Optimization exercise on an open flow, not production practice. RTL: at most simulated, not proved equivalent. Function not checked: run 1. Power: default activity.

==> flow/design.v <==
`timescale 1ns / 1ps
module ultrasonic_echo_ranger_median3 (
    input  logic        i_clk,
    input  logic        i_rst_n,
    input  logic        i_tick_valid,
    output logic        o_tick_ready,
    input  logic        i_tick_echo,
    input  logic        i_tick_start,
    input  logic        i_cfg_valid,
    output logic        o_cfg_ready,
    input  logic [1:0]  i_cfg_index,
    input  logic [15:0] i_cfg_data,
    output logic        o_res_valid,
    input  logic        i_res_ready,
    output logic        o_res_trigger,
    output logic        o_res_busy,
    output logic        o_res_result_valid,
    output logic [15:0] o_res_median,
    output logic [15:0] o_res_distance
);
    localparam logic [1:0]  P_IDLE = 2'd0;
    localparam logic [1:0]  P_TRIG = 2'd1;
    localparam logic [1:0]  P_WAIT = 2'd2;
    localparam logic [1:0]  P_HIGH = 2'd3;
    localparam logic [18:0] DIST_SCALE = 19'd287733;
    localparam logic [15:0] SAT_MED = 16'd14927;
    logic [1:0]  r_ph, r_idx;
    logic [15:0] r_el, r_wd, r_s0, r_s1;
    logic        r_c01;
    logic [15:0] r_tmo;
    logic [7:0]  r_trg;
    logic [1:0]  r_q0, r_q1, r_q2, r_q3;
    logic [1:0]  r_rp;
    logic [2:0]  r_qn;
    logic [16:0] r_acc;
    logic [4:0]  r_dc;
    logic        acc, st, texit, tmo, fin, done, last;
    logic        is_trig, is_busy, lt0, lt1, a_lt, b_lt, sel_a, sel_c;
    logic [1:0]  p;
    logic [15:0] w;
    logic        inc_el, inc_wd, clr_el, clr_wd;
    logic [16:0] ec, wc, ge_tmo, gt0, gt1;
    logic [15:0] es, ws;
    logic [8:0]  ge_trg;
    assign ec[0]     = inc_el;
    assign wc[0]     = inc_wd;
    assign ge_tmo[0] = 1'b1;
    assign gt0[0]    = 1'b0;
    assign gt1[0]    = 1'b0;
    assign ge_trg[0] = 1'b1;
    for (genvar i = 0; i < 16; i++) begin : g_rip
        assign es[i]       = r_el[i] ^ ec[i];
        assign ec[i+1]     = r_el[i] & ec[i];
        assign ws[i]       = r_wd[i] ^ wc[i];
        assign wc[i+1]     = r_wd[i] & wc[i];
        assign ge_tmo[i+1] = (r_el[i] & ~r_tmo[i]) | (r_el[i] & ge_tmo[i]) | (~r_tmo[i] & ge_tmo[i]);
        assign gt0[i+1]    = (r_wd[i] & ~r_s0[i]) | (r_wd[i] & gt0[i]) | (~r_s0[i] & gt0[i]);
        assign gt1[i+1]    = (r_wd[i] & ~r_s1[i]) | (r_wd[i] & gt1[i]) | (~r_s1[i] & gt1[i]);
    end
    for (genvar i = 0; i < 8; i++) begin : g_trg
        assign ge_trg[i+1] = (es[i] & ~r_trg[i]) | (es[i] & ge_trg[i]) | (~r_trg[i] & ge_trg[i]);
    end
    logic [1:0]  kind;
    assign o_tick_ready = !r_qn[2];
    assign o_cfg_ready  = 1'b1;
    assign acc          = i_tick_valid && !r_qn[2];
    always_comb begin
        st      = (r_ph == P_IDLE) && i_tick_start;
        p       = st ? P_TRIG : r_ph;
        is_trig = (p == P_TRIG);
        is_busy = p[1];
        texit   = ge_trg[8];
        tmo     = ge_tmo[16] || (&r_el[15:1]);
        fin     = (p == P_WAIT && !i_tick_echo && tmo) || (p == P_HIGH && (!i_tick_echo || tmo));
        last    = r_idx[1];
        done    = fin && last;
        w       = i_tick_echo ? 16'd0 : r_wd;
        lt0     = gt0[16];
        lt1     = gt1[16];
        a_lt    = lt0 && !i_tick_echo;
        b_lt    = lt1 && !i_tick_echo;
        sel_a   = r_c01 ? !a_lt : (a_lt && b_lt);
        sel_c   = r_c01 ? (a_lt && !b_lt) : (b_lt && !a_lt);
        kind    = {is_busy, is_trig || done};
    end
    always_ff @(posedge i_clk) begin
        if (!i_rst_n) begin
            r_ph  <= P_IDLE;
            r_idx <= 2'd0;
        end else if (acc) begin
            if (fin) begin
                r_ph  <= last ? P_IDLE : P_TRIG;
                r_idx <= last ? 2'd0 : r_idx + 2'd1;
            end else if (is_trig) begin
                r_ph <= texit ? P_WAIT : P_TRIG;
            end else if (p == P_WAIT) begin
                r_ph <= i_tick_echo ? P_HIGH : P_WAIT;
            end
        end
    end
    assign inc_el = acc && p != P_IDLE;
    assign inc_wd = acc && is_busy && i_tick_echo;
    assign clr_el = !i_rst_n || (acc && (fin || (is_trig && texit)));
    assign clr_wd = !i_rst_n || (acc && fin);
    always_ff @(posedge i_clk) begin
        r_el <= clr_el ? 16'd0 : es;
        r_wd <= clr_wd ? 16'd0 : ws;
    end
    logic wr0, wr1, ld1_w, ld1_s0, hold1;
    assign wr0    = acc && fin && r_idx == 2'd0;
    assign wr1    = acc && fin && r_idx == 2'd1;
    assign ld1_w  = wr1 || (acc && done && !sel_a && sel_c);
    assign ld1_s0 = acc && done && sel_a;
    assign hold1  = !(ld1_w || ld1_s0);
    always_ff @(posedge i_clk) begin
        r_s0  <= ({16{wr0}} & w) | ({16{!wr0}} & r_s0);
        r_s1  <= ({16{ld1_w}} & w) | ({16{ld1_s0}} & r_s0) | ({16{hold1}} & r_s1);
        r_c01 <= (wr1 & a_lt) | (!wr1 & r_c01);
    end
    always_ff @(posedge i_clk) begin
        if (!i_rst_n) begin
            r_tmo <= 16'd13200;
            r_trg <= 8'd10;
        end else if (i_cfg_valid) begin
            if (i_cfg_index == 2'd0) begin
                r_tmo <= i_cfg_data;
            end
            if (i_cfg_index == 2'd1) begin
                r_trg <= i_cfg_data[7:0];
            end
        end
    end
    logic [1:0] wp, head;
    logic [3:0] wq;
    logic       hd, dfin, valid, pop, run, cbit, sat;
    logic [14:0] sum;
    logic [13:0] addend;
    logic [14:0] sc;
    assign sc[0] = 1'b0;
    for (genvar i = 0; i < 14; i++) begin : g_add
        assign addend[i] = cbit & r_s1[i];
        assign sum[i]    = r_acc[i+3] ^ addend[i] ^ sc[i];
        assign sc[i+1]   = (r_acc[i+3] & addend[i]) | (sc[i] & (r_acc[i+3] ^ addend[i]));
    end
    assign sum[14] = sc[14];
    always_comb begin
        wp = r_rp + r_qn[1:0];
        wq = {4{acc}} & (4'd1 << wp);
        unique case (r_rp)
            2'd0: head = r_q0;
            2'd1: head = r_q1;
            2'd2: head = r_q2;
            default: head = r_q3;
        endcase
        hd    = head[1] && head[0];
        dfin  = (r_dc == 5'd19);
        valid = (r_qn != 3'd0) && (!hd || dfin);
        pop   = valid && i_res_ready;
        run   = (r_qn != 3'd0) && hd && !dfin;
    end
    always_ff @(posedge i_clk) begin
        r_q0 <= ({2{wq[0]}} & kind) | ({2{!wq[0]}} & r_q0);
        r_q1 <= ({2{wq[1]}} & kind) | ({2{!wq[1]}} & r_q1);
        r_q2 <= ({2{wq[2]}} & kind) | ({2{!wq[2]}} & r_q2);
        r_q3 <= ({2{wq[3]}} & kind) | ({2{!wq[3]}} & r_q3);
        r_rp <= {r_rp[1] ^ (r_rp[0] & pop), r_rp[0] ^ pop};
        if (!i_rst_n) begin
            r_qn <= 3'd0;
        end else if (acc && !pop) begin
            r_qn <= r_qn + 3'd1;
        end else if (!acc && pop) begin
            r_qn <= r_qn - 3'd1;
        end
    end
    always_comb begin
        cbit = DIST_SCALE[r_dc];
        sat  = (r_s1 >= SAT_MED);
    end
    logic        clr_b;
    logic [16:0] step;
    assign clr_b = !i_rst_n || pop;
    assign step  = sat ? {17{1'b1}} : {sum, r_acc[2:1]};
    always_ff @(posedge i_clk) begin
        if (clr_b) begin
            r_dc <= 5'd0;
        end else if (run) begin
            r_dc <= r_dc + 5'd1;
        end
        r_acc <= {17{!clr_b}} & (({17{run}} & step) | ({17{!run}} & r_acc));
    end
    assign o_res_valid        = valid;
    assign o_res_trigger      = !head[1] && head[0];
    assign o_res_busy         = head[1] || head[0];
    assign o_res_result_valid = hd;
    assign o_res_median       = hd ? r_s1 : 16'd0;
    assign o_res_distance     = r_acc[15:0];
endmodule
==> flow/flow/run.sh <==
#!/bin/bash
# Own layout flow: the standard ORFS flow (standard.sh) with three changes that only
# affect how the layout is made:
#  - synthesis maps the combinational logic with an area-oriented ABC script;
#  - port buffers are the smallest buffer (buf_1) instead of the default choice;
#  - CTS uses clkbuf_4 and inserts no dummy clock loads.
set -euo pipefail
F=$(cd "$(dirname "$0")" && pwd)
export BUFFER_PORTS_ARGS="-buffer_cell sky130_fd_sc_hd__buf_1"
export CTS_ARGS="-sink_clustering_enable -repair_clock_nets -buf_list {sky130_fd_sc_hd__clkbuf_4 sky130_fd_sc_hd__clkbuf_8} -sink_clustering_size 30 -sink_clustering_max_diameter 100 -dont_use_dummy_load"
cp standard.sh standard_sh.txt.log
bash standard.sh SYNTH_SCRIPT="$F/synth_area.tcl" "BUFFER_PORTS_ARGS=$BUFFER_PORTS_ARGS" "CTS_ARGS=$CTS_ARGS" finish > flow_make.log 2>&1
==> flow/flow/abc_area.script <==
strash
dch
map -a
topo
dnsize -c
==> flow/flow/synth_area.tcl <==
# The standard synthesis (synth_recipe.tcl), with ABC mapping the combinational logic for
# area (abc_area.script beside this file) at the real clock period in ps. Registers are
# mapped before ABC runs, so they are the standard synthesis's, with the same names and cells.
set my_abc_script [file join [file dirname [info script]] abc_area.script]
proc abc {args} {
    global my_abc_script
    set out {}
    set skip 0
    foreach a $args {
        if {$skip == 1} { lappend out $my_abc_script; set skip 0; continue }
        if {$skip == 2} { lappend out 9000; set skip 0; continue }
        if {$a eq "-script"} { set skip 1 } elseif {$a eq "-D"} { set skip 2 }
        lappend out $a
    }
    if {[lsearch -exact $out -D] < 0} { lappend out -D 9000 }
    yosys abc {*}$out
}
proc synth {args} { yosys synth -nofsm -noshare {*}$args }
source $::env(SCRIPTS_DIR)/synth.tcl
# left out here: clear keep_hierarchy, flatten, clean up, hide names made inside functions, write 1_2_yosys.v
==> flow/standard.sh <==
#!/bin/bash
# synth_recipe.tcl (not shown) runs the flow's synth.tcl, then flattens the netlist and writes it again
# the make line also repeats each setting of config.mk as NAME=value (left out here)
make -C /OpenROAD-flow-scripts/flow DESIGN_CONFIG=/design/flow/config.mk WORK_HOME=/design/flow/orfs CLKGATE_MAP_FILE= SYNTH_SCRIPT=/design/flow/synth_recipe.tcl "${@:-finish}"
==> flow/config.mk <==
export PLATFORM = sky130hd
export DESIGN_NAME = ultrasonic_echo_ranger_median3
export DESIGN_NICKNAME = ultrasonic_echo_ranger_median3
export VERILOG_FILES = /design/flow/design.v
export SDC_FILE = /design/flow/constraint.sdc
export NUM_CORES = 4
export LEC_CHECK = 0
export CAP_MARGIN = 20
export CORE_MARGIN = 2
export CORE_UTILIZATION = 40
export SLEW_MARGIN = 20
==> flow/constraint.sdc <==
create_clock -name core_clock -period 9.0 [get_ports {i_clk}]
set_input_delay 1.8000 -clock core_clock [delete_from_list [all_inputs] [get_ports {i_clk}]]
set_output_delay 1.8000 -clock core_clock [all_outputs]
set_load 0.01 [all_outputs]
==> results of run 1 <==
cell type report:
type | instances | area (um2)
Multi-Input combinational cell | 465 | 2850
Sequential cell | 128 | 2810
Fill cell | 1559 | 8340
Clock buffer | 17 | 234
Inverter | 134 | 503
Timing Repair Buffer | 65 | 259
Tap cell | 211 | 264
logic make-up (layout without fill, tap and decap cells):
family,after synthesis,in the layout
compound gates,153,153
xor+xnor,7,7
flops,128,128
fa+ha+maj,51,51
simple gates,253,253
other cells,1,1
buf+inv,152,216
power groups by stage:
stage	clock, W	sequential (W)	combinational (W)
final	0.000353	0.000712	0.000681
after global routing	0.000385	0.000723	0.000810
after CTS	0.000364	0.000713	0.000693
after detailed placement	0	0.000726	0.000687
after global placement	0	0.000726	0.000669
after floorplan	0	0.000709	0.000525
metrics by stage:
step           cells  area [um2]  utilization [%]  total power (W)
3_5_place_dp    1003        6690             43.8          0.00141
4_1_cts         1020        6920             45.3          0.00177
5_1_grt         1020        6920             45.3          0.00192
3_3_place_gp    1003        6690             43.8          0.00139
6_report        1020        6920             45.3          0.00175
2_1_floorplan    745        6290                -          0.00123
worst max-delay path, stage by stage, from the launching register on:
cell and delay (ns):
sky130_fd_sc_hd__dfxtp_1 0.38, sky130_fd_sc_hd__clkinv_1 0.14, sky130_fd_sc_hd__ha_1 0.34, sky130_fd_sc_hd__o21ai_0 0.16
sky130_fd_sc_hd__o311ai_0 0.14, sky130_fd_sc_hd__nand2_1 0.08, sky130_fd_sc_hd__nand2_1 0.08, sky130_fd_sc_hd__clkinv_1 0.19
sky130_fd_sc_hd__nor2_1 0.07, sky130_fd_sc_hd__ha_1 0.18, sky130_fd_sc_hd__clkinv_1 0.05, sky130_fd_sc_hd__fa_1 0.16
sky130_fd_sc_hd__clkinv_1 0.08, sky130_fd_sc_hd__fa_1 0.39, sky130_fd_sc_hd__fa_1 0.41, sky130_fd_sc_hd__fa_1 0.40
sky130_fd_sc_hd__fa_1 0.40, sky130_fd_sc_hd__fa_1 0.39, sky130_fd_sc_hd__fa_1 0.39, sky130_fd_sc_hd__fa_1 0.40
sky130_fd_sc_hd__fa_1 0.40, sky130_fd_sc_hd__fa_1 0.39, sky130_fd_sc_hd__fa_1 0.38, sky130_fd_sc_hd__fa_1 0.37
sky130_fd_sc_hd__clkinv_1 0.06, sky130_fd_sc_hd__fa_1 0.40, sky130_fd_sc_hd__a31oi_1 0.12
routing by layer:
layer	share of wire (%)	track usage (%)	up-vias
met5	0	0	-
met4	1.8	6.52	0
met3	5.3	4.25	17
met2	46	29.3	137
met1	47	21.9	2336
li1	-	-	2658
worst max-delay path by stage:
| stage | to | slack (ns) | cells past startpoint |
|---|---|---|---|
| finish | r_acc[15] | 1.99 | 26 |
| global route | r_acc[15] | 1.60 | 26 |
| CTS | r_acc[15] | 2.00 | 26 |
| detailed placement | r_acc[15] | 2.03 | 26 |
| global placement | r_acc[15] | 2.19 | 26 |
| floorplan | r_acc[15] | 2.41 | 26 |
synthesized netlist by cell type, drive strengths merged:
library cell / instances
a22oi: 7
fa: 14
nor4: 2
o22ai: 7
clkinv: 134
a211oi: 2
nor3: 26
nor2: 133
a31oi: 7
edfxtp: 25
nand2: 69
o221ai: 45
dfxtp: 103
o21bai: 1
ha: 37
xnor2: 3
nand4: 7
a221oi: 5
nand3: 14
o21ai: 48
or2: 1
a21oi: 29
and2: 1
o311ai: 1
xor2: 4
buf: 18
o221a: 1
conb: 1
==> run_results.csv, run 1 <==
group,metric,value,unit
outcome,outcome,"timing/DRC/antenna clean",
sta,finalSetupViolations,0,
global_route,via_count_of_the_first_global_routing_pass,4833,
logic_synthesis,synth_top_area_share,32.8,%
place,dp.final_hpwl,10000,um
power_and_ir_drop,p_int,0.00108,W
sta,grt_setup_unrepaired,"no",
worst_hold_path,worstHoldStart,"r_tmo[0]",
floorplanning,floorplan.initialDensity,41.2,%
logic_synthesis,ys_types,29,
finish,synthesis_to_layout_area_growth,10.0,%
routing,drc_errors,0,
clocking,cts_hold_buffers,0,
critical_path,setup.worst_path.class,"flop to flop",
sta,max_slew_violation_total_from_the_final_report,0,
power_and_ir_drop,p_seq_share,40.8,%
clocking,cts-buffers-inserted,17,
critical_path,startpoint,"r_dc[0]",
global_route,grt_pass1_wl,23000,um
routing,detailroute.via_count,5148,
logic_synthesis,synth-seq-area-share,44.7,%
critical_path,critPathCaptureType,"flop",
global_route,grt_antenna_before_repair,0,
clocking,clock_sinks,128,
power_and_ir_drop,pwr-share-comb,39.0,%
global_route,global_route.usage.total,17.5,%
logic_synthesis,post_synth_fa_ha_maj_area_fraction,11.8,%
flow_run,cap_violations,0,
logic_synthesis,synth-seq-cells,128,
critical_path,path_max_fanout,12,
sta,tns_setup,0,ns
floorplanning,io-pin-count,63,
logic_synthesis,synth_nets,821,
worst_hold_path,hold_depth,2,
logic_synthesis,synth_compound_gate_area_share,16.0,%
place,globalplace.congestion,0.821,
power_and_ir_drop,power.share.switching,38.4,%
routing,route.detailed.vias_per_inst,5.05,
logic_synthesis,yosys.area.top_type,"sky130_fd_sc_hd__dfxtp_1",
floorplanning,floorplan.rows,45,
sta,remaining_max_slew_budget_at_the_tightest_pin,33.4,%
finish,insertedDiodeCount,0,
clocking,clk_transition_reported_paths,0.06,ns
logic_synthesis,largest_family_of_logic_cells_by_synthesized_area,"simple AND/OR/NAND/NOR gates",
floorplanning,dieHeight,129,um
routing,drt-pass1-iter-count,5,
sta,whs,0.439,ns
finish,most-common-layout-cells,"sky130_fd_sc_hd__clkinv_1 (134), sky130_fd_sc_hd__nor2_1 (133), sky130_fd_sc_hd__dfxtp_1 (103)",
logic_synthesis,synth_simple_gate_area_share,16.3,%
clocking,htree_levels,4,
sta,fmax,0.143,GHz
power_and_ir_drop,pwr-share-clk,20.2,%
logic_synthesis,synth_area_leaders,"sky130_fd_sc_hd__dfxtp_1 (33%), sky130_fd_sc_hd__edfxtp_1 (12%), sky130_fd_sc_hd__clkinv_1 (8.0%)",
critical_path,internal_reg_to_reg_setup_slack,1.99,ns
sta,min_period,7.01,ns
place,dp_worst_setup_slack,2.03,ns
critical_path,arrival,7.35,ns
critical_path,worstReg2RegStart,"r_dc[0]",
routing,drt_iter0_markers,288,
power_and_ir_drop,leakagePower,2.61,nW
global_route,grt_start_max_net_pins,27,
power_and_ir_drop,worst_ir_drop_vdd,0.000117,V
floorplanning,fp.dieArea,16700,um2
global_route,sum_of_overflow_across_all_layers_after_global_routing,0,
critical_path,worst_r2r_endpoint,"r_acc[15]",
floorplanning,die_w,129,um
logic_synthesis,synth.mux.area_fraction,0,%
clocking,cts_tree,"done",
logic_synthesis,syn_avg_cell_area,8.44,um2
place,i_o_buffers,61,
critical_path,reg2reg_depth,26,
sta,worst_pin_slew,0.995,ns
worst_hold_path,hold_crit_class,"flop to flop",
worst_hold_path,min_to,"r_tmo[0]",
logic_synthesis,synth_xor_area_share,0.975,%
logic_synthesis,synthCells,745,
power_and_ir_drop,switching_power,0.000670,W
sta,fin_crit_sh,77.9,%
finish,leading_cell_type_in_the_layout_fill_and_taps_excluded,"sky130_fd_sc_hd__clkinv_1",
sta,hold_violations,0,
sta,finalClockSkew,0.0210,ns
sta,layout_setup_ws,1.99,ns
routing,post_drt_wl_per_cell,13.4,um
power_and_ir_drop,power_density_cells,252,nW/um2
routing,ant_nets,0,
clocking,clk-insertion-delay-late,0.43,ns
clocking,clk_root_buffer_cell,"sky130_fd_sc_hd__clkbuf_8",
finish,finalNetCount,887,
clocking,post_cts.repair.setup_buffers,0,
clocking,post_cts.resized_instances,0,
finish,layout-drive-gt1-share,2.97,%
critical_path,worst-endpoint-required,9.34,ns
routing,wirelength,13600,um
floorplanning,fp.coreArea,15300,um2
clocking,max-clock-path-buffers,2,
logic_synthesis,synth.yosys.warnings,1,
logic_synthesis,synthesis.area,6290,um2
critical_path,startpoint_type,"flop",
==> run 2: changes to the inputs <==
--- a/flow/design.v
+++ b/flow/design.v
@@ -26,16 +26,14 @@
     localparam logic [15:0] SAT_MED = 16'd14927;
     logic [1:0]  r_ph, r_idx;
     logic [15:0] r_el, r_wd, r_s0, r_s1;
-    logic        r_c01;
     logic [15:0] r_tmo;
     logic [7:0]  r_trg;
     logic [1:0]  r_q0, r_q1, r_q2, r_q3;
-    logic [1:0]  r_rp;
     logic [2:0]  r_qn;
     logic [16:0] r_acc;
     logic [4:0]  r_dc;
     logic        acc, st, texit, tmo, fin, done, last;
-    logic        is_trig, is_busy, lt0, lt1, a_lt, b_lt, sel_a, sel_c;
+    logic        is_trig, is_busy, lt0, lt1, a_lt, b_lt;
     logic [1:0]  p;
     logic [15:0] w;
     logic        inc_el, inc_wd, clr_el, clr_wd;
@@ -79,8 +77,6 @@
         lt1     = gt1[16];
         a_lt    = lt0 && !i_tick_echo;
         b_lt    = lt1 && !i_tick_echo;
-        sel_a   = r_c01 ? !a_lt : (a_lt && b_lt);
-        sel_c   = r_c01 ? (a_lt && !b_lt) : (b_lt && !a_lt);
         kind    = {is_busy, is_trig || done};
     end
     always_ff @(posedge i_clk) begin
@@ -106,16 +102,14 @@
         r_el <= clr_el ? 16'd0 : es;
         r_wd <= clr_wd ? 16'd0 : ws;
     end
-    logic wr0, wr1, ld1_w, ld1_s0, hold1;
-    assign wr0    = acc && fin && r_idx == 2'd0;
-    assign wr1    = acc && fin && r_idx == 2'd1;
-    assign ld1_w  = wr1 || (acc && done && !sel_a && sel_c);
-    assign ld1_s0 = acc && done && sel_a;
+    logic ld0, ld1_w, ld1_s0, hold1;
+    assign ld0    = acc && fin && (r_idx == 2'd0 || (r_idx == 2'd1 && !a_lt));
+    assign ld1_w  = acc && fin && a_lt && (r_idx == 2'd1 || !b_lt);
+    assign ld1_s0 = acc && fin && r_idx != 2'd0 && !a_lt;
     assign hold1  = !(ld1_w || ld1_s0);
     always_ff @(posedge i_clk) begin
-        r_s0  <= ({16{wr0}} & w) | ({16{!wr0}} & r_s0);
+        r_s0  <= ({16{ld0}} & w) | ({16{!ld0}} & r_s0);
         r_s1  <= ({16{ld1_w}} & w) | ({16{ld1_s0}} & r_s0) | ({16{hold1}} & r_s1);
-        r_c01 <= (wr1 & a_lt) | (!wr1 & r_c01);
     end
     always_ff @(posedge i_clk) begin
         if (!i_rst_n) begin
@@ -130,40 +124,27 @@
             end
         end
     end
-    logic [1:0] wp, head;
+    logic [1:0] head, wi;
     logic [3:0] wq;
     logic       hd, dfin, valid, pop, run, cbit, sat;
     logic [14:0] sum;
     logic [13:0] addend;
     logic [14:0] sc;
-    assign sc[0] = 1'b0;
-    for (genvar i = 0; i < 14; i++) begin : g_add
-        assign addend[i] = cbit & r_s1[i];
-        assign sum[i]    = r_acc[i+3] ^ addend[i] ^ sc[i];
-        assign sc[i+1]   = (r_acc[i+3] & addend[i]) | (sc[i] & (r_acc[i+3] ^ addend[i]));
-    end
-    assign sum[14] = sc[14];
     always_comb begin
-        wp = r_rp + r_qn[1:0];
-        wq = {4{acc}} & (4'd1 << wp);
-        unique case (r_rp)
-            2'd0: head = r_q0;
-            2'd1: head = r_q1;
-            2'd2: head = r_q2;
-            default: head = r_q3;
-        endcase
+        head  = r_q0;
         hd    = head[1] && head[0];
         dfin  = (r_dc == 5'd19);
         valid = (r_qn != 3'd0) && (!hd || dfin);
         pop   = valid && i_res_ready;
         run   = (r_qn != 3'd0) && hd && !dfin;
+        wi    = r_qn[1:0] - {1'b0, pop};
+        wq    = {4{acc}} & (4'd1 << wi);
     end
     always_ff @(posedge i_clk) begin
-        r_q0 <= ({2{wq[0]}} & kind) | ({2{!wq[0]}} & r_q0);
-        r_q1 <= ({2{wq[1]}} & kind) | ({2{!wq[1]}} & r_q1);
-        r_q2 <= ({2{wq[2]}} & kind) | ({2{!wq[2]}} & r_q2);
-        r_q3 <= ({2{wq[3]}} & kind) | ({2{!wq[3]}} & r_q3);
-        r_rp <= {r_rp[1] ^ (r_rp[0] & pop), r_rp[0] ^ pop};
+        r_q0 <= wq[0] ? kind : (pop ? r_q1 : r_q0);
+        r_q1 <= wq[1] ? kind : (pop ? r_q2 : r_q1);
+        r_q2 <= wq[2] ? kind : (pop ? r_q3 : r_q2);
+        r_q3 <= wq[3] ? kind : r_q3;
         if (!i_rst_n) begin
             r_qn <= 3'd0;
         end else if (acc && !pop) begin
@@ -179,7 +160,14 @@
     logic        clr_b;
     logic [16:0] step;
     assign clr_b = !i_rst_n || pop;
-    assign step  = sat ? {17{1'b1}} : {sum, r_acc[2:1]};
+    assign step  = {sum, r_acc[2:1]};
+    assign sc[0] = 1'b0;
+    for (genvar i = 0; i < 14; i++) begin : g_add
+        assign addend[i] = cbit & r_s1[i];
+        assign sum[i]    = r_acc[i+3] ^ addend[i] ^ sc[i];
+        assign sc[i+1]   = (r_acc[i+3] & addend[i]) | (sc[i] & (r_acc[i+3] ^ addend[i]));
+    end
+    assign sum[14] = sc[14];
     always_ff @(posedge i_clk) begin
         if (clr_b) begin
             r_dc <= 5'd0;
@@ -193,5 +181,5 @@
     assign o_res_busy         = head[1] || head[0];
     assign o_res_result_valid = hd;
     assign o_res_median       = hd ? r_s1 : 16'd0;
-    assign o_res_distance     = r_acc[15:0];
+    assign o_res_distance     = r_acc[15:0] | {16{hd && sat}};
 endmodule
--- a/flow/flow/run.sh
+++ b/flow/flow/run.sh
@@ -7,6 +7,6 @@
 set -euo pipefail
 F=$(cd "$(dirname "$0")" && pwd)
 export BUFFER_PORTS_ARGS="-buffer_cell sky130_fd_sc_hd__buf_1"
-export CTS_ARGS="-sink_clustering_enable -repair_clock_nets -buf_list {sky130_fd_sc_hd__clkbuf_4 sky130_fd_sc_hd__clkbuf_8} -sink_clustering_size 30 -sink_clustering_max_diameter 100 -dont_use_dummy_load"
+export CTS_ARGS="-sink_clustering_enable -repair_clock_nets -buf_list sky130_fd_sc_hd__clkbuf_4 -sink_clustering_size 20 -sink_clustering_max_diameter 60 -dont_use_dummy_load"
 cp standard.sh standard_sh.txt.log
 bash standard.sh SYNTH_SCRIPT="$F/synth_area.tcl" "BUFFER_PORTS_ARGS=$BUFFER_PORTS_ARGS" "CTS_ARGS=$CTS_ARGS" finish > flow_make.log 2>&1
==> run 2 against run 1 <==
  * Still clean
  * Sequential cell count fell by 3
  * Count of clock-buffer cells in the layout did not move
  * Area after synthesis fell by 2.9%
  * Clock skew rose by 0.015 ns
  * Global-route usage rose by 0.31 points
  * Setup slack improved by 0.093 ns
  * Critical endpoint unchanged
  * Largest cell class unchanged
==> run_results.csv, run 2 <==
group,metric,value,unit
outcome,outcome,"timing/DRC/antenna clean",
global_route,gr-usage-met2,26.8,%
power_and_ir_drop,power_density_cells,233,nW/um2
critical_path,arrival,7.31,ns
finish,finalNetCount,895,
power_and_ir_drop,pwr-share-comb,40.1,%
sta,finalClockSkew,0.0365,ns
clocking,clk-insertion-delay-late,0.55,ns
worst_hold_path,hold_crit_class,"flop to flop",
power_and_ir_drop,power.share.switching,39.1,%
sta,max_slew_violation_total_from_the_final_report,0,
critical_path,critPathCaptureType,"flop",
sta,grt_setup_unrepaired,"no",
logic_synthesis,synth-seq-cells,125,
finish,most-common-layout-cells,"sky130_fd_sc_hd__clkinv_1 (141), sky130_fd_sc_hd__nor2_1 (137), sky130_fd_sc_hd__dfxtp_1 (101)",
critical_path,cp_cell_sequence,"clkinv_1 > ha_1 > o21ai_0 > a21oi_1 > o21ai_0 > nand2_1 > clkinv_1 > nand2_1 > fa_1 > fa_1 > fa_1 > fa_1 > fa_1 > fa_1 > fa_1 > fa_1 > fa_1 > fa_1 > fa_1 > clkinv_1 > fa_1 > fa_1 > nor2_1 > a211oi_1",
critical_path,critical-path-slowest-cell,"sky130_fd_sc_hd__fa_1",
clocking,post_cts.repair.setup_buffers,0,
clocking,clock_sinks,125,
sta,tns_setup,0,ns
power_and_ir_drop,fin_total_pwr,0.00157,W
routing,ant_nets,0,
critical_path,path_max_fanout,11,
logic_synthesis,synthesis.area,6100,um2
place,dp.final_hpwl,9940,um
clocking,cts_hold_buffers,0,
routing,wirelength,13400,um
logic_synthesis,synth_nets,814,
clocking,clk_transition_reported_paths,0.10,ns
clocking,clk_root_buffer_cell,"sky130_fd_sc_hd__clkbuf_4",
global_route,grt_start_max_net_pins,29,
place,dpl_cell_area,6590,um2
floorplanning,floorplan.rows,45,
logic_synthesis,synth.most_common_cell,"sky130_fd_sc_hd__clkinv_1",
routing,drt_iter0_markers,274,
clocking,post_cts.resized_instances,0,
global_route,grt_pass1_wl,23000,um
logic_synthesis,ys_async_sr_fraction,0,%
power_and_ir_drop,p_seq_share,43.2,%
sta,fmax,0.145,GHz
sta,hold_violations,0,
logic_synthesis,synth_simple_gate_area_share,16.5,%
floorplanning,die_w,128,um
finish,synthesis_to_layout_area_growth,10.0,%
floorplanning,fp.coreArea,15000,um2
global_route,busiest_layer,"met2",
power_and_ir_drop,pwr-share-clk,16.6,%
finish,multi_input_combinational_cell_area,2830,um2
logic_synthesis,synth-seq-area-share,44.9,%
critical_path,worst-endpoint-required,9.40,ns
logic_synthesis,post_synth_fa_ha_maj_area_fraction,11.8,%
logic_synthesis,synth.yosys.warnings,1,
sta,min_period,6.92,ns
power_and_ir_drop,leakagePower,2.59,nW
power_and_ir_drop,switching_power,0.000612,W
logic_synthesis,syn_avg_cell_area,8.25,um2
global_route,global_route.usage.total,17.8,%
sta,fin_crit_sh,76.8,%
routing,drt-pass1-iter-count,4,
logic_synthesis,synth_area_leaders,"sky130_fd_sc_hd__dfxtp_1 (33%), sky130_fd_sc_hd__edfxtp_1 (12%), sky130_fd_sc_hd__clkinv_1 (8.7%)",
floorplanning,fp.dieArea,16300,um2
logic_synthesis,largest_family_of_logic_cells_by_synthesized_area,"compound AO/OA/AOI/OAI gates",
routing,post_drt_wl_per_cell,13.3,um
flow_run,cap_violations,0,
clocking,cts_tree,"done",
logic_synthesis,synth.mux.area_fraction,0,%
logic_synthesis,ys_top_cells_by_count,"sky130_fd_sc_hd__clkinv_1 (141), sky130_fd_sc_hd__nor2_1 (138), sky130_fd_sc_hd__dfxtp_1 (101)",
global_route,grt_use_met1,25.4,%
critical_path,reg2reg_depth,24,
critical_path,setup.worst_path.class,"flop to flop",
finish,leading_cell_type_in_the_layout_fill_and_taps_excluded,"sky130_fd_sc_hd__clkinv_1",
critical_path,path_depth,24,
clocking,htree_levels,4,
floorplanning,floorplan.initialDensity,40.6,%
finish,seqCellArea,2740,um2
logic_synthesis,yosys.area.top_type,"sky130_fd_sc_hd__dfxtp_1",
logic_synthesis,synth_compound_gate_area_share,17.6,%
critical_path,cp_top_family,"adder cells",
logic_synthesis,synth_xor_area_share,0.287,%
sta,finalSetupViolations,0,
sta,remaining_max_slew_budget_at_the_tightest_pin,33.8,%
finish,layout-drive-gt1-share,2.93,%
sta,worst_pin_slew,0.991,ns
logic_synthesis,ys_types,27,
logic_synthesis,synth_ff_type,"sky130_fd_sc_hd__dfxtp_1",
critical_path,startpoint_type,"flop",
critical_path,path_buf_inv,3,
routing,detailroute.via_count,5156,
routing,route.detailed.vias_per_inst,5.12,
global_route,sum_of_overflow_across_all_layers_after_global_routing,0,
place,i_o_buffers,61,
critical_path,cpPeakStageDelay,0.42,ns
finish,fin_area,6720,um2
finish,stdcell_count,1008,
clocking,max-clock-path-buffers,2,
global_route,global_routing_met3_resource_utilization,4.02,%
worst_hold_path,hold_depth,2,
finish,fillers,1515,
critical_path,worst_path_most_repeated_cell,"sky130_fd_sc_hd__fa_1",
routing,drc_errors,0,
logic_synthesis,synth_top_area_share,33.1,%
floorplanning,dieHeight,128,um
place,dp.cells,990,
global_route,grt_antenna_before_repair,1,
logic_synthesis,synthCells,740,
power_and_ir_drop,p_int,0.000953,W
clocking,cts-buffers-inserted,17,
logic_synthesis,synth_edf_count,24,
floorplanning,io-pin-count,63,
power_and_ir_drop,worst_ir_drop_vdd,0.000103,V
global_route,via_count_of_the_first_global_routing_pass,4758,
place,globalplace.congestion,0.866,
run 2: changes by cell type after synthesis, moves of 7 or more:
cell and change:
sky130_fd_sc_hd__nand2_1 +24, sky130_fd_sc_hd__a211oi_1 +16, sky130_fd_sc_hd__o221ai_1 -14, sky130_fd_sc_hd__nor3_1 -17, sky130_fd_sc_hd__clkinv_1 +7, sky130_fd_sc_hd__o211ai_1 +7
sky130_fd_sc_hd__o21ai_0 -9, sky130_fd_sc_hd__buf_4 -16
run 2: worst reg2reg max path, delay by kind of cell (launching register included):
kind	cells	cell delay, ns
buffers and inverters	3	0.39
AND/OR/NAND/NOR	3	0.35
flip-flops	1	0.39
adder cells (fa/ha/maj)	14	5.24
AO/OA/AOI/OAI	4	0.43
run 2: cells by family after synthesis:
| logic type | Yosys count |
|---|---|
| AOI/OAI and AO/OA | 163 |
| xor gates and xnor gates | 2 |
| and+or+nand+nor | 257 |
| other | 1 |
| adders and majority gates | 49 |
| DFF | 125 |
| buffers and inverters | 143 |
run 2: path summary, 6_finish.rpt:
path,endpoint,from,slack [ns]
min reg2reg,r_tmo[0],r_tmo[0],0.45
max,r_acc[15],r_dc[0],2.08
min,r_tmo[0],r_tmo[0],0.45
max reg2reg,r_acc[15],r_dc[0],2.08
run 2: per-layer routing:
| layer | wire (um) | vias up |
|---|---|---|
| li1 | - | 2666 |
| met1 | 6840 | 2387 |
| met2 | 5910 | 92 |
| met3 | 554 | 11 |
| met4 | 144 | 0 |
| met5 | 0 | - |
run 2: power by group through the flow:
stage               sequential, W  clock [W]  combinational [W]
finish                   0.000677   0.000260           0.000628
global route             0.000685   0.000295           0.000740
CTS                      0.000678   0.000268           0.000645
detailed placement       0.000690          0           0.000642
global placement         0.000689          0           0.000626
floorplan                0.000681          0           0.000456
run 2: final cells by class:
class | count | share of cell area [%]
antenna | 1 | 0.0373
multi-input combinational | 472 | 42.1
sequential | 125 | 40.8
clock buffer | 17 | 1.90
timing repair buffer | 64 | 3.74
tap | 188 | 3.50
inverter | 141 | 7.88
run 2: through the flow:
step           hold slack [ns]  utilization (%)  worst slack, ns
2_1_floorplan            0.418                -             2.46
6_report                 0.453             44.7             2.08
3_5_place_dp             0.443             43.8             2.07
4_1_cts                  0.457             44.7             2.05
3_3_place_gp             0.441             43.8             2.22
5_1_grt                  0.478             44.7             1.70
==> run 3: changes to the inputs <==
==> flow/run.sh (new file) <==
#!/bin/bash
# synth_recipe.tcl (not shown) runs the flow's synth.tcl, then flattens the netlist and writes it again
# the make line also repeats each setting of config.mk as NAME=value (left out here)
make -C /OpenROAD-flow-scripts/flow DESIGN_CONFIG=/design/flow/config.mk WORK_HOME=/design/flow/orfs CLKGATE_MAP_FILE= SYNTH_SCRIPT=/design/flow/synth_recipe.tcl finish
--- a/flow/config.mk
+++ b/flow/config.mk
@@ -8,4 +8,7 @@
 export CAP_MARGIN = 20
 export CORE_MARGIN = 2
 export CORE_UTILIZATION = 40
+export CTS_BUF_LIST = sky130_fd_sc_hd__clkbuf_4
+export CTS_CLUSTER_DIAMETER = 60
+export CTS_CLUSTER_SIZE = 20
 export SLEW_MARGIN = 20
removed: flow/flow/run.sh
removed: flow/flow/abc_area.script
removed: flow/flow/synth_area.tcl
removed: flow/standard.sh
==> run 3 against run 2 <==
  * Clock power is 43% higher
  * Cell count is 0.99% lower
  * Via count is 0.97% lower
  * Non-clock buffer count is 1 higher
  * Sequential power is 0.7% lower
  * Highest routed layer unchanged
==> run_results.csv, run 3 <==
group,metric,value,unit
worst_hold_path,hold_crit_class,"flop to flop",
clocking,cts_hold_buffers,0,
clocking,max-clock-path-buffers,2,
floorplanning,floorplan.rows,47,
routing,wirelength,14300,um
logic_synthesis,yosys.area.top_type,"sky130_fd_sc_hd__dfxtp_1",
floorplanning,floorplan.initialDensity,40.5,%
routing,post_drt_wl_per_cell,14.4,um
logic_synthesis,synth-seq-area-share,41.4,%
global_route,grt_pass1_wl,24400,um
logic_synthesis,ys_async_sr_fraction,0,%
critical_path,path_max_fanout,14,
outcome,outcome,"timing/DRC/antenna clean",
place,globalplace.congestion,0.784,
routing,drc_errors,0,
logic_synthesis,synth_edf_count,24,
sta,fmax,0.138,GHz
global_route,sum_of_overflow_across_all_layers_after_global_routing,0,
finish,most-common-layout-cells,"sky130_fd_sc_hd__dfxtp_1 (101), sky130_fd_sc_hd__nor2_1 (65), sky130_fd_sc_hd__inv_1 (62)",
logic_synthesis,synth.yosys.warnings,1,
critical_path,arrival,7.68,ns
critical_path,worst_r2r_endpoint,"r_acc[15]",
routing,route.detailed.vias_per_inst,5.12,
global_route,grt_start_max_net_pins,35,
clocking,clk-insertion-delay-late,0.55,ns
critical_path,internal_reg_to_reg_setup_slack,1.75,ns
sta,max_slew_violation_total_from_the_final_report,0,
floorplanning,fp.coreArea,16300,um2
sta,finalClockSkew,0.0180,ns
global_route,grt_antenna_before_repair,1,
logic_synthesis,synth.most_common_cell,"sky130_fd_sc_hd__dfxtp_1",
critical_path,worst-endpoint-required,9.42,ns
clocking,clk_root_buffer_cell,"sky130_fd_sc_hd__clkbuf_4",
floorplanning,fp.dieArea,17600,um2
critical_path,startpoint_type,"flop",
critical_path,setup.worst_path.end,"r_acc[15]",
critical_path,critPathCaptureType,"flop",
logic_synthesis,synth_nets,783,
place,dp.final_hpwl,10600,um
routing,drt_iter0_markers,193,
critical_path,reg2reg_depth,25,
flow_run,cap_violations,0,
place,i_o_buffers,61,
clocking,clk_transition_reported_paths,0.11,ns
clocking,cts_tree,"done",
clocking,post_cts.repair.setup_buffers,0,
sta,fin_crit_sh,80.6,%
floorplanning,dieHeight,133,um
sta,remaining_max_slew_budget_at_the_tightest_pin,39.1,%
critical_path,setup.worst_path.class,"flop to flop",
power_and_ir_drop,leakagePower,3.03,nW
place,dpl_cell_area,7400,um2
finish,leading_cell_type_in_the_layout_fill_and_taps_excluded,"sky130_fd_sc_hd__dfxtp_1",
sta,hold_violations,0,
global_route,via_count_of_the_first_global_routing_pass,5174,
logic_synthesis,synthesis.area,6620,um2
finish,fillers,1642,
routing,drt-pass1-iter-count,5,
finish,layout-drive-gt1-share,8.49,%
clocking,cts-buffers-inserted,17,
finish,finalNetCount,838,
clocking,clock_sinks,125,
clocking,post_cts.resized_instances,0,
critical_path,worstReg2RegStart,"r_dc[0]",
logic_synthesis,ys_types,66,
sta,tns_setup,0,ns
sta,grt_setup_unrepaired,"no",
logic_synthesis,synth-seq-cells,125,
floorplanning,die_w,133,um
global_route,global_route.usage.total,17.2,%
routing,detailroute.via_count,5106,
logic_synthesis,ys_top_cells_by_count,"sky130_fd_sc_hd__dfxtp_1 (101), sky130_fd_sc_hd__nor2_1 (65), sky130_fd_sc_hd__inv_1 (62)",
routing,ant_nets,0,
sta,min_period,7.25,ns
sta,finalSetupViolations,0,
logic_synthesis,synth_ff_type,"sky130_fd_sc_hd__dfxtp_1",
finish,fin_area,7670,um2
logic_synthesis,synth_top_area_share,30.5,%
finish,synthesis_to_layout_area_growth,15.9,%
logic_synthesis,syn_avg_cell_area,9.34,um2
critical_path,startpoint,"r_dc[0]",
clocking,htree_levels,4,
floorplanning,io-pin-count,63,
sta,worst_pin_slew,0.913,ns
power_and_ir_drop,power_density_cells,178,nW/um2
logic_synthesis,synthCells,709,
logic_synthesis,synth_area_leaders,"sky130_fd_sc_hd__dfxtp_1 (31%), sky130_fd_sc_hd__edfxtp_1 (11%), sky130_fd_sc_hd__ha_1 (6.6%)",
power_and_ir_drop,worst_ir_drop_vdd,0.0000710,V
-- run 3: cell count changes after synthesis, sizes merged, moves of 28 or more --
cell,delta
inv,+62
nor2,-72
nand2,-36
clkinv,-140
and2,+34
o221ai,-30
nor2b,+28
-- run 3: stage by stage --
step | hold slack, ns | utilization [%] | instances | total power [W] | setup WS [ns]
2_1_floorplan | 0.436 | - | 709 | 0.000887 | 2.08
3_3_place_gp | 0.446 | 45.3 | 965 | 0.00100 | 1.84
3_5_place_dp | 0.461 | 45.3 | 965 | 0.00101 | 1.74
4_1_cts | 0.475 | 46.9 | 997 | 0.00139 | 1.75
5_1_grt | 0.495 | 46.9 | 998 | 0.00146 | 1.37
6_report | 0.470 | 46.9 | 998 | 0.00137 | 1.75
-- run 3: kinds of logic after synthesis --
logic type	after synthesis	synth area share [%]
muxes	23	3.69
adders and majority gates	60	12.5
DFF	125	41.4
buffers and inverters	92	5.65
other	1	0.0567
xor gates and xnor gates	9	1.19
AOI/OAI and AO/OA	117	13.3
and+or+nand+nor	282	22.1
-- run 3: worst min-delay path by stage --
stage / start / to / slack (ns) / cells after the start
global placement: r_tmo[11] / r_tmo[11] / 0.45 / 2
CTS: r_tmo[0] / r_tmo[0] / 0.48 / 2
finish: r_tmo[3] / r_tmo[3] / 0.47 / 2
detailed placement: r_tmo[3] / r_tmo[3] / 0.46 / 2
floorplan: r_tmo[11] / r_tmo[11] / 0.44 / 2
global route: r_tmo[0] / r_tmo[0] / 0.49 / 2
-- run 3: per-layer routing --
metal,wire length [um],global-route usage (%)
met1,6520,20.5
met2,6990,29.6
met3,607,4.10
met4,219,7.47
met5,0,0
-- run 3: final cells by class --
type                            instances  area, um2  share of cell area [%]
Clock inverter                         11        100                    1.30
Tap cell                              220        275                    3.59
Sequential cell                       125       2740                    35.8
Clock buffer                           21        158                    2.06
Antenna cell                            1       2.50                  0.0326
Timing Repair Buffer                   65        641                    8.35
Multi-Input combinational cell        492       3520                    45.8
Inverter                               63        236                    3.08
-- run 3: power by group --
group / switching, W / internal (W) / leakage (nW)
Combinational: 0.000171 / 0.000156 / 1.84
Sequential: 0.0000478 / 0.000624 / 1.04
Clock: 0.000200 / 0.000171 / 0.149
-- run 3: worst max-delay path: stages, from the launching register on --
cell	delay (ns)
sky130_fd_sc_hd__dfxtp_1	0.43
sky130_fd_sc_hd__inv_1	0.07
sky130_fd_sc_hd__ha_1	0.31
sky130_fd_sc_hd__mux2_2	0.26
sky130_fd_sc_hd__or3_1	0.29
sky130_fd_sc_hd__o21ai_0	0.09
sky130_fd_sc_hd__buf_4	0.22
sky130_fd_sc_hd__and2_1	0.14
sky130_fd_sc_hd__ha_1	0.13
sky130_fd_sc_hd__inv_1	0.04
sky130_fd_sc_hd__fa_1	0.37
sky130_fd_sc_hd__fa_1	0.39
sky130_fd_sc_hd__fa_1	0.40
sky130_fd_sc_hd__fa_1	0.40
sky130_fd_sc_hd__fa_1	0.39
sky130_fd_sc_hd__fa_1	0.40
sky130_fd_sc_hd__fa_1	0.39
sky130_fd_sc_hd__fa_1	0.39
sky130_fd_sc_hd__fa_1	0.40
sky130_fd_sc_hd__fa_1	0.39
sky130_fd_sc_hd__fa_1	0.37
sky130_fd_sc_hd__inv_1	0.07
sky130_fd_sc_hd__fa_1	0.17
sky130_fd_sc_hd__fa_1	0.41
sky130_fd_sc_hd__mux2i_1	0.16
sky130_fd_sc_hd__nor2_1	0.05
==> run 4: changes to the inputs <==
==> flow/flow/run.sh (new file) <==
#!/bin/bash
# Own layout flow: the standard ORFS flow (standard.sh) with three changes that only
# affect how the layout is made:
#  - synthesis maps the combinational logic with an area-oriented ABC script (registers are
#    the standard synthesis's, renamed to its instance names by match_regs.py);
#  - port buffers are the smallest buffer (buf_1) instead of the default choice;
#  - CTS uses clkbuf_4 and inserts no dummy clock loads.
# Each step's full output goes to a log file in this folder (and ORFS's own logs under orfs/).
set -euo pipefail
F=$(cd "$(dirname "$0")" && pwd)
R=orfs/results/sky130hd/ultrasonic_echo_ranger_median3/base
cp standard.sh standard_sh.txt.log
bash standard.sh synth > std_synth.log 2>&1
cp $R/1_2_yosys.v ref_std_synth.v
mkdir -p std_synth_logs
cp orfs/logs/sky130hd/ultrasonic_echo_ranger_median3/base/1_* std_synth_logs/ 2>/dev/null || true
rm -f $R/1_2_yosys.v $R/1_2_yosys.sdc $R/1_synth.odb $R/1_synth.sdc
# 2. the layout, from the area-mapped synthesis on
export REF_NETLIST=$PWD/ref_std_synth.v
export BUFFER_PORTS_ARGS="-buffer_cell sky130_fd_sc_hd__buf_1"
export CTS_ARGS="-sink_clustering_enable -repair_clock_nets -buf_list sky130_fd_sc_hd__clkbuf_4 -sink_clustering_size 40 -sink_clustering_max_diameter 120 -dont_use_dummy_load"
bash standard.sh SYNTH_SCRIPT="$F/synth_area.tcl" "BUFFER_PORTS_ARGS=$BUFFER_PORTS_ARGS" "CTS_ARGS=$CTS_ARGS" finish > flow_make.log 2>&1
==> flow/flow/abc_area.script (new file) <==
strash
dch
map -a
topo
dnsize -c
==> flow/flow/match_regs.py (new file) <==
#!/usr/bin/env python3
"""Give each register of a synthesized netlist the instance name that bench's standard
synthesis of the same RTL gave it.

usage: match_regs.py STANDARD.v NETLIST.v

Both netlists come from the same RTL through the same Yosys steps up to the register mapping;
only the combinational mapping differs, which shifts Yosys's automatic _N_ numbering.
Registers are paired by the net on their Q pin. Identifiers of NETLIST.v that would clash with
a new register name are renamed first. NETLIST.v is rewritten in place.
"""
import re
import sys

FLOP = re.compile(r'^\s*(sky130_fd_sc_hd__\w*df\w*)\s+(\S+)\s*\((.*?)\);', re.S | re.M)
IDENT = r'(?:\\\S+|[A-Za-z_][\w$]*)'


def flops(text):
    out = {}
    for m in FLOP.finditer(text):
        typ, name, body = m.group(1), m.group(2), m.group(3)
        q = re.search(r'\.Q\(\s*(' + IDENT + r')\s*\)', body)
        if q is None:
            continue
        out[q.group(1)] = (name, typ)
    return out


def ident_re(name):
    if name.startswith('\\'):
        return re.compile(re.escape(name) + r'(?=\s)')
    return re.compile(r'(?<![\w$\\])' + re.escape(name) + r'(?![\w$])')


def main():
    ref_text = open(sys.argv[1]).read()
    path = sys.argv[2]
    text = open(path).read()
    ref = flops(ref_text)
    mine = flops(text)
    if set(ref) != set(mine):
        sys.exit('match_regs: register Q nets differ: %s' % sorted(set(ref) ^ set(mine))[:10])
    renames = {}
    for q, (name, typ) in mine.items():
        rname, rtyp = ref[q]
        if rtyp != typ:
            sys.exit('match_regs: %s is %s here but %s in the standard synthesis' % (q, typ, rtyp))
        if rname != name:
            renames[name] = rname
    if not renames:
        print('match_regs: all %d registers already match' % len(mine))
        return
    used = set(re.findall(r'(?<![\w$\\])_\w+_(?![\w$])', text))
    targets = set(renames.values())
    # identifiers that would clash with a new register name (and are not being renamed)
    clash = [t for t in targets if t in used and t not in renames]
    k = 0

    def fresh(prefix):
        nonlocal k
        while True:
            k += 1
            cand = '_%s%d_' % (prefix, k)
            if cand not in used and cand not in targets:
                used.add(cand)
                return cand
    # phase 1: move every register to be renamed, and every clashing name, to a fresh name
    temp = {}
    for old in list(renames) + clash:
        temp[old] = fresh('mr')
    for old, new in temp.items():
        text = ident_re(old).sub(new, text)
    # phase 2: give the registers their standard names
    for old, target in renames.items():
        text = ident_re(temp[old]).sub(target, text)
    open(path, 'w').write(text)
    print('match_regs: renamed %d registers, moved %d clashing names' % (len(renames), len(clash)))


if __name__ == '__main__':
    main()
==> flow/flow/synth_area.tcl (new file) <==
# The standard synthesis (synth_recipe.tcl), with ABC mapping the combinational logic for
# area (abc_area.script beside this file) at the real clock period in ps, and only full adders
# extracted as adder cells. Registers are mapped before ABC runs, so they are the standard
# synthesis's registers and cells; at the end match_regs.py gives each the instance name the
# standard synthesis ($REF_NETLIST) gave it.
set my_flow_dir [file dirname [file normalize [info script]]]
set my_abc_script [file join $my_flow_dir abc_area.script]
proc abc {args} {
    global my_abc_script
    set out {}
    set skip 0
    foreach a $args {
        if {$skip == 1} { lappend out $my_abc_script; set skip 0; continue }
        if {$skip == 2} { lappend out 9000; set skip 0; continue }
        if {$a eq "-script"} { set skip 1 } elseif {$a eq "-D"} { set skip 2 }
        lappend out $a
    }
    if {[lsearch -exact $out -D] < 0} { lappend out -D 9000 }
    yosys abc {*}$out
}
# only full adders become adder cells; half adders are left to ABC with the rest of the logic
proc extract_fa {args} { yosys extract_fa -fa }
proc synth {args} { yosys synth -nofsm -noshare {*}$args }
source $::env(SCRIPTS_DIR)/synth.tcl
# left out here: clear keep_hierarchy, flatten, clean up, hide names made inside functions, write 1_2_yosys.v
puts [exec python3 [file join $my_flow_dir match_regs.py] $::env(REF_NETLIST) $::env(RESULTS_DIR)/1_2_yosys.v]
==> flow/standard.sh (new file) <==
#!/bin/bash
# synth_recipe.tcl (not shown) runs the flow's synth.tcl, then flattens the netlist and writes it again
# the make line also repeats each setting of config.mk as NAME=value (left out here)
make -C /OpenROAD-flow-scripts/flow DESIGN_CONFIG=/design/flow/config.mk WORK_HOME=/design/flow/orfs CLKGATE_MAP_FILE= SYNTH_SCRIPT=/design/flow/synth_recipe.tcl "${@:-finish}"
--- a/flow/config.mk
+++ b/flow/config.mk
@@ -8,7 +8,4 @@
 export CAP_MARGIN = 20
 export CORE_MARGIN = 2
 export CORE_UTILIZATION = 40
-export CTS_BUF_LIST = sky130_fd_sc_hd__clkbuf_4
-export CTS_CLUSTER_DIAMETER = 60
-export CTS_CLUSTER_SIZE = 20
 export SLEW_MARGIN = 20
removed: flow/run.sh
==> run 4 against run 3 <==
  * Still clean on timing, DRC and antenna
  * Setup slack better by 0.63 ns
  * Power up 14%
  * Die area down 9.6%
  * Non-clock buffer count unchanged
  * Clock skew up 0.018 ns
  * Design area down 14%
  * Sequential share of layout area up 5.8 points
  * Cell count up 3.9%
  * Largest power group unchanged
  * Highest routed layer unchanged
==> run_results.csv, run 4 <==
group,metric,value,unit
outcome,outcome,"timing/DRC/antenna clean",
place,dpl_cell_area,6450,um2
place,dp_worst_setup_slack,2.39,ns
critical_path,arrival,7.02,ns
finish,postLayoutCoreUtil,45.4,%
logic_synthesis,synth_nets,811,
critical_path,startpoint_type,"flop",
worst_hold_path,hold_crit_class,"flop to flop",
sta,grt_setup_unrepaired,"no",
critical_path,setup.worst_path.class,"flop to flop",
power_and_ir_drop,worst_ir_drop_vdd,0.000106,V
logic_synthesis,synthesis.area,5960,um2
global_route,via_count_of_the_first_global_routing_pass,4860,
sta,whs,0.464,ns
finish,layout-drive-gt1-share,2.93,%
finish,fin_area,6590,um2
sta,min_period,6.62,ns
place,i_o_buffers,61,
logic_synthesis,synth.most_common_cell,"sky130_fd_sc_hd__nor2_1",
logic_synthesis,yosys.area.top_type,"sky130_fd_sc_hd__dfxtp_1",
routing,drc_errors,0,
sta,fmax,0.151,GHz
clocking,clock_sinks,125,
global_route,global_route.usage.total,17.7,%
finish,finalNetCount,893,
logic_synthesis,synth_ff_type,"sky130_fd_sc_hd__dfxtp_1",
critical_path,cp_cell_sequence,"clkinv_1 > or2_2 > a22oi_1 > nand2_1 > clkinv_1 > nand3_1 > fa_1 > fa_1 > fa_1 > fa_1 > fa_1 > fa_1 > fa_1 > fa_1 > fa_1 > fa_1 > fa_1 > clkinv_1 > fa_1 > fa_1 > nor2_1 > a211oi_1",
floorplanning,fp.dieArea,15900,um2
logic_synthesis,ys_top_cells_by_count,"sky130_fd_sc_hd__nor2_1 (150), sky130_fd_sc_hd__clkinv_1 (135), sky130_fd_sc_hd__nand2_1 (122)",
logic_synthesis,synth_edf_count,24,
clocking,clk_root_buffer_cell,"sky130_fd_sc_hd__clkbuf_4",
global_route,grt_start_max_net_pins,30,
global_route,grt_pass1_wl,22900,um
clocking,cts_hold_buffers,0,
finish,fillers,1514,
critical_path,cp_top_family,"adder cells",
clocking,cts_tree,"done",
floorplanning,floorplan.initialDensity,41.0,%
sta,finalClockSkew,0.0358,ns
critical_path,worst_path_most_repeated_cell,"sky130_fd_sc_hd__fa_1",
power_and_ir_drop,leakagePower,2.33,nW
finish,synthesis_to_layout_area_growth,10.6,%
finish,leading_cell_type_in_the_layout_fill_and_taps_excluded,"sky130_fd_sc_hd__nor2_1",
logic_synthesis,synth-seq-cells,125,
flow_run,cap_violations,0,
sta,layout_setup_ws,2.38,ns
clocking,htree_levels,4,
finish,most-common-layout-cells,"sky130_fd_sc_hd__nor2_1 (149), sky130_fd_sc_hd__clkinv_1 (135), sky130_fd_sc_hd__nand2_1 (122)",
clocking,cts-buffers-inserted,17,
place,globalplace.congestion,0.843,
logic_synthesis,synth.yosys.warnings,1,
critical_path,cpPeakStageDelay,0.41,ns
clocking,clk-insertion-delay-late,0.53,ns
clocking,max-clock-path-buffers,2,
logic_synthesis,ys_async_sr_fraction,0,%
routing,route.detailed.vias_per_inst,5.10,
critical_path,path_max_fanout,12,
routing,ant_nets,0,
floorplanning,fp.coreArea,14500,um2
clocking,clk_transition_reported_paths,0.10,ns
place,dp.final_hpwl,10100,um
routing,post_drt_wl_per_cell,13.1,um
logic_synthesis,synth-seq-area-share,46.0,%
floorplanning,die_w,126,um
critical_path,worst-endpoint-required,9.40,ns
routing,detailroute.via_count,5293,
logic_synthesis,synth_top_area_share,33.9,%
sta,finalSetupViolations,0,
logic_synthesis,synth_area_leaders,"sky130_fd_sc_hd__dfxtp_1 (34%), sky130_fd_sc_hd__edfxtp_1 (12%), sky130_fd_sc_hd__nor2_1 (9.4%)",
critical_path,path_buf_inv,3,
floorplanning,floorplan.rows,44,
floorplanning,io-pin-count,63,
sta,hold_violations,0,
logic_synthesis,ys_types,29,
critical_path,critical-path-slowest-cell,"sky130_fd_sc_hd__fa_1",
clocking,post_cts.resized_instances,0,
sta,worst_pin_slew,0.939,ns
critical_path,critPathCaptureType,"flop",
global_route,grt_antenna_before_repair,1,
sta,fin_crit_sh,73.6,%
floorplanning,dieHeight,126,um
routing,drt_iter0_markers,282,
routing,drt-pass1-iter-count,5,
logic_synthesis,synthCells,772,
routing,wirelength,13600,um
sta,tns_setup,0,ns
clocking,post_cts.repair.setup_buffers,0,
sta,max_slew_violation_total_from_the_final_report,0,
global_route,sum_of_overflow_across_all_layers_after_global_routing,0,
logic_synthesis,syn_avg_cell_area,7.72,um2
sta,remaining_max_slew_budget_at_the_tightest_pin,35.8,%
power_and_ir_drop,power_density_cells,236,nW/um2
run 4: cells by family after synthesis:
group,count (synthesis),share of synthesized area (%)
other,1,0.0629
xor gates and xnor gates,3,0.441
AOI/OAI and AO/OA,168,18.5
adders and majority gates,14,4.70
and+or+nand+nor,324,21.7
buffers and inverters,137,8.69
DFF,125,46.0
run 4: worst paths after layout:
path | from | to | slack [ns] | depth (start not counted)
hold reg to reg | r_tmo[1] | r_tmo[1] | 0.46 | 2
setup / recovery | r_dc[1] | r_acc[15] | 2.38 | 22
hold / removal | r_tmo[1] | r_tmo[1] | 0.46 | 2
setup reg to reg | r_dc[1] | r_acc[15] | 2.38 | 22
run 4: worst reg2reg max path, stage by stage (launching register included):
cell	delay [ns]
sky130_fd_sc_hd__dfxtp_1	0.36
sky130_fd_sc_hd__clkinv_1	0.08
sky130_fd_sc_hd__or2_2	0.29
sky130_fd_sc_hd__a22oi_1	0.15
sky130_fd_sc_hd__nand2_1	0.13
sky130_fd_sc_hd__clkinv_1	0.20
sky130_fd_sc_hd__nand3_1	0.14
sky130_fd_sc_hd__fa_1	0.41
sky130_fd_sc_hd__fa_1	0.39
sky130_fd_sc_hd__fa_1	0.39
sky130_fd_sc_hd__fa_1	0.39
sky130_fd_sc_hd__fa_1	0.40
sky130_fd_sc_hd__fa_1	0.40
sky130_fd_sc_hd__fa_1	0.40
sky130_fd_sc_hd__fa_1	0.39
sky130_fd_sc_hd__fa_1	0.40
sky130_fd_sc_hd__fa_1	0.39
sky130_fd_sc_hd__fa_1	0.37
sky130_fd_sc_hd__clkinv_1	0.07
sky130_fd_sc_hd__fa_1	0.17
sky130_fd_sc_hd__fa_1	0.40
sky130_fd_sc_hd__nor2_1	0.11
sky130_fd_sc_hd__a211oi_1	0.06
run 4: through the flow:
stage                     total power, W  instances
after floorplan                  0.00113        772
after global placement           0.00131       1019
after detailed placement         0.00132       1019
after CTS                        0.00158       1036
after global routing             0.00169       1037
final                            0.00156       1037
run 4: final cells by class:
type | count | area [um2] | area share [%]
Antenna cell | 1 | 2.50 | 0.0380
Clock buffer | 17 | 128 | 1.94
Inverter | 135 | 507 | 7.69
Multi-Input combinational cell | 510 | 2720 | 41.3
Sequential cell | 125 | 2740 | 41.6
Tap cell | 184 | 230 | 3.49
Timing Repair Buffer | 65 | 259 | 3.93
run 4: metal layers:
metal / vias to the layer above / wire length [um] / GRT usage [%] / part of all wire [%]
li1: 2803 / - / - / -
met1: 2370 / 7020 / 25.0 / 51
met2: 108 / 5890 / 27.0 / 43
met3: 12 / 606 / 4.04 / 4.4
met4: 0 / 121 / 5.88 / 0.89
met5: - / 0 / 0 / 0
run 4: power breakdown:
part | switching, W | total, W | internal (W)
combinational | 0.000403 | 0.000627 | 0.000224
clock | 0.000173 | 0.000259 | 0.0000862
sequential | 0.0000355 | 0.000673 | 0.000637
total | 0.000612 | 0.00156 | 0.000948
==> run 5: changes to the inputs <==
--- a/flow/flow/run.sh
+++ b/flow/flow/run.sh
@@ -18,5 +18,5 @@
 # 2. the layout, from the area-mapped synthesis on
 export REF_NETLIST=$PWD/ref_std_synth.v
 export BUFFER_PORTS_ARGS="-buffer_cell sky130_fd_sc_hd__buf_1"
-export CTS_ARGS="-sink_clustering_enable -repair_clock_nets -buf_list sky130_fd_sc_hd__clkbuf_4 -sink_clustering_size 40 -sink_clustering_max_diameter 120 -dont_use_dummy_load"
+export CTS_ARGS="-sink_clustering_enable -repair_clock_nets -buf_list sky130_fd_sc_hd__clkbuf_4 -sink_clustering_size 30 -sink_clustering_max_diameter 100 -sink_buffer_max_cap_derate 1.0 -dont_use_dummy_load"
 bash standard.sh SYNTH_SCRIPT="$F/synth_area.tcl" "BUFFER_PORTS_ARGS=$BUFFER_PORTS_ARGS" "CTS_ARGS=$CTS_ARGS" finish > flow_make.log 2>&1
==> run 5 against run 4 <==
  * Area after synthesis is the same
  * Utilization about the same
  * Cell count hardly changed
  * Clock power about the same
  * Die area is the same
  * Register-to-register slack lost 0.05 ns
  * Critical path type unchanged
==> run_results.csv, run 5 <==
group,metric,value,unit
logic_synthesis,synth-seq-area-share,46.0,%
routing,drc_errors,0,
critical_path,setup.worst_path.class,"flop to flop",
routing,route.detailed.vias_per_inst,5.12,
sta,min_period,6.67,ns
logic_synthesis,synth.yosys.warnings,1,
sta,finalSetupViolations,0,
sta,hold_violations,0,
clocking,cts_hold_buffers,0,
critical_path,cp_top_family,"adder cells",
worst_hold_path,worstHoldStart,"r_tmo[6]",
routing,ant_nets,0,
logic_synthesis,synth_ff_type,"sky130_fd_sc_hd__dfxtp_1",
logic_synthesis,synth_top_area_share,33.9,%
floorplanning,die_w,126,um
sta,fmax,0.150,GHz
power_and_ir_drop,worst_ir_drop_vdd,0.000106,V
floorplanning,floorplan.initialDensity,41.0,%
routing,detailroute.via_count,5318,
global_route,grt_antenna_before_repair,0,
outcome,outcome,"timing/DRC/antenna clean",
logic_synthesis,synth_compound_gate_area_share,18.5,%
logic_synthesis,synth.mux.area_fraction,0,%
worst_hold_path,hold_depth,2,
sta,remaining_max_slew_budget_at_the_tightest_pin,35.1,%
logic_synthesis,synth_simple_gate_area_share,21.7,%
sta,worst_pin_slew,0.949,ns
floorplanning,dieHeight,126,um
logic_synthesis,synth_xor_area_share,0.441,%
finish,leading_cell_type_in_the_layout_fill_and_taps_excluded,"sky130_fd_sc_hd__nor2_1",
clocking,post_cts.resized_instances,0,
finish,stdcell_count,1038,
critical_path,cpPeakStageDelay,0.41,ns
critical_path,arrival,7.05,ns
finish,fillers,1538,
sta,fin_crit_sh,74.1,%
logic_synthesis,post_synth_fa_ha_maj_area_fraction,4.70,%
finish,finalNetCount,893,
critical_path,cp_cell_sequence,"clkinv_1 > or2_2 > a22oi_1 > nand2_1 > clkinv_1 > nand3_1 > fa_1 > fa_1 > fa_1 > fa_1 > fa_1 > fa_1 > fa_1 > fa_1 > fa_1 > fa_1 > fa_1 > clkinv_1 > fa_1 > fa_1 > nor2_1 > a211oi_1",
worst_hold_path,hold_crit_class,"flop to flop",
critical_path,critical-path-slowest-cell,"sky130_fd_sc_hd__fa_1",
worst_hold_path,min_to,"r_tmo[6]",
sta,tns_setup,0,ns
place,globalplace.congestion,0.839,
critical_path,worst-endpoint-required,9.39,ns
global_route,grt_pass1_wl,23000,um
logic_synthesis,synthCells,772,
clocking,clock_sinks,125,
logic_synthesis,synth_area_leaders,"sky130_fd_sc_hd__dfxtp_1 (34%), sky130_fd_sc_hd__edfxtp_1 (12%), sky130_fd_sc_hd__nor2_1 (9.4%)",
logic_synthesis,synth.most_common_cell,"sky130_fd_sc_hd__nor2_1",
floorplanning,io-pin-count,63,
logic_synthesis,synth_edf_count,24,
clocking,htree_levels,4,
critical_path,path_buf_inv,3,
logic_synthesis,ys_types,29,
logic_synthesis,ys_async_sr_fraction,0,%
power_and_ir_drop,leakagePower,2.33,nW
global_route,sum_of_overflow_across_all_layers_after_global_routing,0,
sta,grt_setup_unrepaired,"no",
routing,drt-pass1-iter-count,5,
routing,drt_iter0_markers,261,
critical_path,worst_r2r_endpoint,"r_acc[15]",
routing,wirelength,13700,um
finish,synthesis_to_layout_area_growth,10.6,%
critical_path,internal_reg_to_reg_setup_slack,2.33,ns
clocking,clk_transition_reported_paths,0.11,ns
routing,post_drt_wl_per_cell,13.2,um
clocking,cts-buffers-inserted,17,
floorplanning,floorplan.rows,44,
logic_synthesis,synth-seq-cells,125,
sta,finalClockSkew,0.0298,ns
[run 5: cell count changes in the layout (fill, tap and decap cells not counted)]
cell | before | now
sky130_fd_sc_hd__buf_4 | 4 | 3
sky130_fd_sc_hd__buf_6 | 0 | 1
sky130_fd_sc_hd__nor2_2 | 0 | 2
sky130_fd_sc_hd__diode_2 | 1 | 2
sky130_fd_sc_hd__nor2_4 | 1 | 0
sky130_fd_sc_hd__nor2_1 | 149 | 148
[run 5: how the worst max path moves through the flow]
stage / cells after the start / slack [ns] / startpoint / endpoint
4_1_cts: 22 / 2.36 / r_dc[1] / r_acc[15]
3_5_place_dp: 22 / 2.39 / r_dc[1] / r_acc[15]
2_1_floorplan: 22 / 2.73 / r_dc[1] / r_acc[15]
5_1_grt: 22 / 1.97 / r_dc[1] / r_acc[15]
3_3_place_gp: 22 / 2.44 / r_dc[1] / r_acc[15]
6_report: 22 / 2.33 / r_dc[1] / r_acc[15]
[run 5: cells by family after synthesis]
group / after synthesis
AO/OA/AOI/OAI: 168
XOR/XNOR: 3
adder cells (fa/ha/maj): 14
buffers and inverters: 137
flip-flops: 125
other: 1
AND/OR/NAND/NOR: 324
[run 5: metrics by stage]
step | util, % | instance area [um2] | setup WS (ns)
after floorplan | - | 5960 | 2.73
after global placement | 44.3 | 6440 | 2.44
after detailed placement | 44.3 | 6440 | 2.39
after CTS | 45.2 | 6570 | 2.36
after global routing | 45.4 | 6590 | 1.97
final | 45.4 | 6600 | 2.33
[run 5: area by class of cell]
class / count / area (um2) / share of cell area, %
sequential: 125 / 2740 / 41.6
multi-input combinational: 510 / 2720 / 41.3
inverter: 135 / 507 / 7.68
timing repair buffer: 65 / 263 / 3.98
tap: 184 / 230 / 3.49
clock buffer: 17 / 128 / 1.93
antenna: 2 / 5.00 / 0.0759
[run 5: report_power, final]
group / internal [W] / total, W / switching [W]
registers: 0.000637 / 0.000672 / 0.0000348
logic: 0.000228 / 0.000633 / 0.000405
clock network: 0.0000862 / 0.000259 / 0.000173
total: 0.000951 / 0.00156 / 0.000613
[run 5: worst reg2reg max path, cell delays in order (launching register included)]
cell and delay (ns):
sky130_fd_sc_hd__dfxtp_1 0.36, sky130_fd_sc_hd__clkinv_1 0.09, sky130_fd_sc_hd__or2_2 0.29, sky130_fd_sc_hd__a22oi_1 0.14, sky130_fd_sc_hd__nand2_1 0.14, sky130_fd_sc_hd__clkinv_1 0.20, sky130_fd_sc_hd__nand3_1 0.15, sky130_fd_sc_hd__fa_1 0.41
sky130_fd_sc_hd__fa_1 0.39, sky130_fd_sc_hd__fa_1 0.39, sky130_fd_sc_hd__fa_1 0.39, sky130_fd_sc_hd__fa_1 0.40, sky130_fd_sc_hd__fa_1 0.40, sky130_fd_sc_hd__fa_1 0.41, sky130_fd_sc_hd__fa_1 0.40, sky130_fd_sc_hd__fa_1 0.40
sky130_fd_sc_hd__fa_1 0.39, sky130_fd_sc_hd__fa_1 0.37, sky130_fd_sc_hd__clkinv_1 0.07, sky130_fd_sc_hd__fa_1 0.17, sky130_fd_sc_hd__fa_1 0.40, sky130_fd_sc_hd__nor2_1 0.12, sky130_fd_sc_hd__a211oi_1 0.06
[run 5: routing by layer]
| metal | wire length, um | vias up | share of wire, % | global-route usage, % |
|---|---|---|---|---|
| met2 | 5810 | 123 | 42 | 26.2 |
| met1 | 7090 | 2394 | 52 | 25.8 |
| li1 | - | 2789 | - | - |
| met4 | 124 | 0 | 0.91 | 4.52 |
| met5 | 0 | - | 0 | 0 |
| met3 | 657 | 12 | 4.8 | 4.50 |
